Context: an optimization exercise on an open-source flow, tuned for small area. The choices shown serve that exercise and are no tape-out recipe. In this exercise RTL edits were held to simulation tests only and were not proved equivalent to the original. Power figures rest on the tool's default switching activity, not on a simulated workload.

==> flow/design.v (excerpt) <==
module typing_game (
	input  logic        clk,
	input  logic        arst_n,
	input  logic [7:0]  ascii,
	input  logic        ctrl,
	input  logic [2:0]  slot_sel,
	output logic [1:0]  state,
	output logic [11:0] time_bcd,
	output logic [11:0] hit_bcd,
	output logic [11:0] miss_bcd,
	output logic        slot_valid,
	output logic [11:0] slot_x,
	output logic [11:0] slot_y,
	output logic [7:0]  slot_text,
	output logic [1:0]  slot_color
);
export LEC_CHECK = 0
export CAP_MARGIN = 20
export CORE_MARGIN = 2
export CORE_UTILIZATION = 40
export GPL_TIMING_DRIVEN = 0
export PLACE_DENSITY = 0.5
export SLEW_MARGIN = 20
create_clock -name core_clock -period 10.0 [get_ports {clk}]
standard.sh (not shown) runs the stock make flow with config.mk's settings and CLKGATE_MAP_FILE= SYNTH_SCRIPT=/design/flow/synth_recipe.tcl, a recipe that flattens the netlist after the stock synthesis.
==> flow/flow/run.sh <==
#!/bin/bash
# The standard layout (standard.sh) with three changes:
#  - synthesis: synth_recipe.tcl as is, but ABC maps for area (flow/area.abc);
#  - clock tree: no dummy loads, small clock buffers in small clusters;
#  - ports: buffered with the smallest buffer.
# Each ORFS step keeps its own log under orfs/logs; make's output goes to
# standard.log.
set -euo pipefail
here=$(pwd)
export FLOW_AREA_ABC=$here/flow/area.abc
export FLOW_SYNTH_TCL=$here/synth_recipe.tcl
export CTS_ARGS="-sink_clustering_enable -repair_clock_nets -sink_clustering_size 16 -sink_clustering_max_diameter 80 -buf_list sky130_fd_sc_hd__clkbuf_8 -dont_use_dummy_load"
export BUFFER_PORTS_ARGS="-buffer_cell sky130_fd_sc_hd__buf_1"
sed "s#SYNTH_SCRIPT=[^ ]*#SYNTH_SCRIPT=$here/flow/synth_area.tcl#" standard.sh > standard_area.sh
grep -q "SYNTH_SCRIPT=$here/flow/synth_area.tcl" standard_area.sh
bash standard_area.sh > standard.log 2>&1
==> flow/flow/area.abc <==
strash
&get -n
&fraig -x
&put
scorr
dc2
strash
&get -n
&dch -f
&nf -R 1000 -p
&put
==> flow/flow/synth_area.tcl <==
# The standard synthesis script (synth_recipe.tcl, unchanged), with only the
# ABC script of the technology-mapping step swapped for an area-oriented one.
# Flip-flops are mapped before ABC runs, so the registers are the standard ones.
proc abc {args} {
  set i [lsearch -exact $args -script]
  if { $i >= 0 } { lset args [expr {$i + 1}] $::env(FLOW_AREA_ABC) }
  yosys abc {*}$args
}
source $::env(FLOW_SYNTH_TCL)
Then changed:
--- a/flow/flow/run.sh
+++ b/flow/flow/run.sh
@@ -10,5 +10,5 @@
 export FLOW_AREA_ABC=$here/flow/area.abc
 export FLOW_SYNTH_TCL=$here/synth_recipe.tcl
-export CTS_ARGS="-sink_clustering_enable -repair_clock_nets -sink_clustering_size 16 -sink_clustering_max_diameter 80 -buf_list sky130_fd_sc_hd__clkbuf_8 -dont_use_dummy_load"
+export CTS_ARGS="-sink_clustering_enable -repair_clock_nets -sink_clustering_size 8 -sink_clustering_max_diameter 50 -buf_list sky130_fd_sc_hd__clkbuf_4 -dont_use_dummy_load"
 export BUFFER_PORTS_ARGS="-buffer_cell sky130_fd_sc_hd__buf_1"
 sed "s#SYNTH_SCRIPT=[^ ]*#SYNTH_SCRIPT=$here/flow/synth_area.tcl#" standard.sh > standard_area.sh
GPL_TIMING_DRIVEN = not set   (was 0)
Effect: Combinational power goes down by 7.5%; clock power climbs by 3.3%; via count goes down by 0.39%; power went down by 0.42%; final cell count stays flat; global-route usage increases by 0.15 points.


## red
Starting RTL as in the previous note.
==> flow/config.mk <==
export PLATFORM = sky130hd
export DESIGN_NAME = typing_game
export DESIGN_NICKNAME = typing_game
export VERILOG_FILES = /design/flow/design.v
export SDC_FILE = /design/flow/constraint.sdc
export NUM_CORES = 4
export LEC_CHECK = 0
export CAP_MARGIN = 20
export CORE_MARGIN = 2
export CORE_UTILIZATION = 40
export PLACE_DENSITY = 0.5
export SLEW_MARGIN = 20
==> flow/constraint.sdc <==
create_clock -name core_clock -period 10.0 [get_ports {clk}]
set_input_delay 2.0000 -clock core_clock [delete_from_list [all_inputs] [get_ports {clk}]]
set_output_delay 2.0000 -clock core_clock [all_outputs]
set_load 0.01 [all_outputs]
==> flow/flow/run.sh <==
#!/bin/bash
# The standard layout (standard.sh) with three changes:
#  - synthesis: synth_recipe.tcl as is, but ABC maps for area (flow/area.abc);
#  - clock tree: no dummy loads, small clock buffers in small clusters;
#  - ports: buffered with the smallest buffer.
# Each ORFS step keeps its own log under orfs/logs; make's output goes to
# standard.log.
set -euo pipefail
here=$(pwd)
export FLOW_AREA_ABC=$here/flow/area.abc
export FLOW_SYNTH_TCL=$here/synth_recipe.tcl
export CTS_ARGS="-sink_clustering_enable -repair_clock_nets -sink_clustering_size 16 -sink_clustering_max_diameter 80 -buf_list sky130_fd_sc_hd__clkbuf_8 -dont_use_dummy_load"
export BUFFER_PORTS_ARGS="-buffer_cell sky130_fd_sc_hd__buf_1"
sed "s#SYNTH_SCRIPT=[^ ]*#SYNTH_SCRIPT=$here/flow/synth_area.tcl#" standard.sh > standard_area.sh
grep -q "SYNTH_SCRIPT=$here/flow/synth_area.tcl" standard_area.sh
bash standard_area.sh > standard.log 2>&1
==> flow/flow/area.abc <==
strash
&get -n
&fraig -x
&put
scorr
dc2
strash
&get -n
&deepsyn -T 60
&dch -f
&nf -R 1000 -p
&put
mfs3 -a
Scripts as last shown in full above: flow/flow/synth_area.tcl
What blue does differently from red at the input level:
--- a/flow/flow/area.abc
+++ b/flow/flow/area.abc
@@ -9 +8,0 @@
-&deepsyn -T 60
Changes observed in blue relative to red: pin count of the biggest net entering global routing stayed essentially flat; sequential share of cell area moved down; layout buffer count excluding clock buffers went down about 1%; cell count increased about 0.75%; final critical-path required period grew by 210 ps. Design internal power across red and blue: no real change. blue vs red: net switching power of the design down. Re number of tap cells inserted: no difference whatsoever between red and blue. On relative contribution of the clock network to total power, the lower figure sits with red, not blue. Changes observed in blue relative to red: instance count of the mapped netlist went up 15; synthesized-area fraction occupied by ao, oa, aoi and oai cells barely changed.
The following lists how green was set up differently from blue:
--- a/flow/flow/area.abc
+++ b/flow/flow/area.abc
@@ -12 +11,0 @@
-mfs3 -a
[summary]
- Delta (green minus blue): average cell area after synthesis neither gained nor lost much, cell count was more or less identical, smallest hold slack now sits higher, fraction of area in multi-input gates ~0 delta, core occupancy in the finished layout saw little to no change.
- When the final numbers for blue and green were put side by side, the data arrival time of the worst path turned out to be greater in green.
- Across blue and green, the outcome is the same: a clean finish for every run.
- NOTE detailed-route via count blue->green decreased slightly
- The post-synthesis share of cell area spent on xor and xnor gates of blue and that of green are within noise of each other.
- green ends up with a worst-case headroom to the max-slew limit that is 1.5 points lower than in blue.
- Count of inverters not on the clock network in the layout ended up 4 higher on green than on blue.
- Compared to blue, green has setup slack 120 ps lower.
Setup changes, green to orange
--- a/flow/flow/run.sh
+++ b/flow/flow/run.sh
@@ -12 +12 @@
-export CTS_ARGS="-sink_clustering_enable -repair_clock_nets -sink_clustering_size 16 -sink_clustering_max_diameter 80 -buf_list sky130_fd_sc_hd__clkbuf_8 -dont_use_dummy_load"
+export CTS_ARGS="-sink_clustering_enable -repair_clock_nets -sink_clustering_size 24 -sink_clustering_max_diameter 100 -buf_list sky130_fd_sc_hd__clkbuf_16 -dont_use_dummy_load"
Findings:
Relative to green, number of buffers created by CTS has gone down in orange. In terms of highest clock rate, orange and green differ only marginally. For the sequential share of layout area, orange came in 0.29 points lower than green did. On detail-routed net length per standard cell, orange and green are neck and neck. orange and green ended up with nearly the same total vias in the final route. [compare] base=green new=orange: wire length now sits at about the same level; total chip power saw an increase; worst setup slack went down by 11 ps; reported leakage power went up by 0.57%; number of search-and-repair iterations in the first detailed-routing pass picked up an extra 1.

-- separate check: timing with driven ports --
Ports are ideal in the flow. The routed layouts listed here were re-timed in OpenROAD. Step 1, drivers: a clkbuf_16 drives clk and a buf_2 each remaining input, both assumed. Step 2 also shifts input and output timing later by t, the mid clock arrival at the registers, as if the neighbouring blocks saw the same clock. Three values: ideal, step 1, step 2; two values: the first two.
| run | t, ns | setup slack, ns | worst hold slack (ns) | worst setup path at the end | worst data-port slew with drivers (ns) |
|---|---|---|---|---|---|
| the first run of note 1 | 0.613 | 3.656 / 3.624 / 3.624 | 0.481 / 0.481 / 0.481 | input to output | 0.04 |
| the second run of note 1 | 0.732 | 3.576 / 3.542 / 3.542 | 0.471 / 0.471 / 0.471 | input to output | 0.04 |
| red | 0.619 | 3.946 / 3.921 / 3.921 | 0.488 / 0.488 / 0.488 | input to output | 0.04 |
| blue | 0.628 | 3.732 / 3.713 / 3.713 | 0.469 / 0.469 / 0.469 | input to output | 0.03 |
| green | 0.615 | 3.614 / 3.582 / 3.582 | 0.473 / 0.473 / 0.473 | input to output | 0.03 |
| orange | 0.551 | 3.604 / 3.572 / 3.572 | 0.472 / 0.472 / 0.472 | input to output | 0.03 |
After both steps setup and hold are still met in every run listed. For the second run of note 1, which loses most, drivers alone change the setup slack by -0.034 ns; drivers and shift together by -0.034 ns.
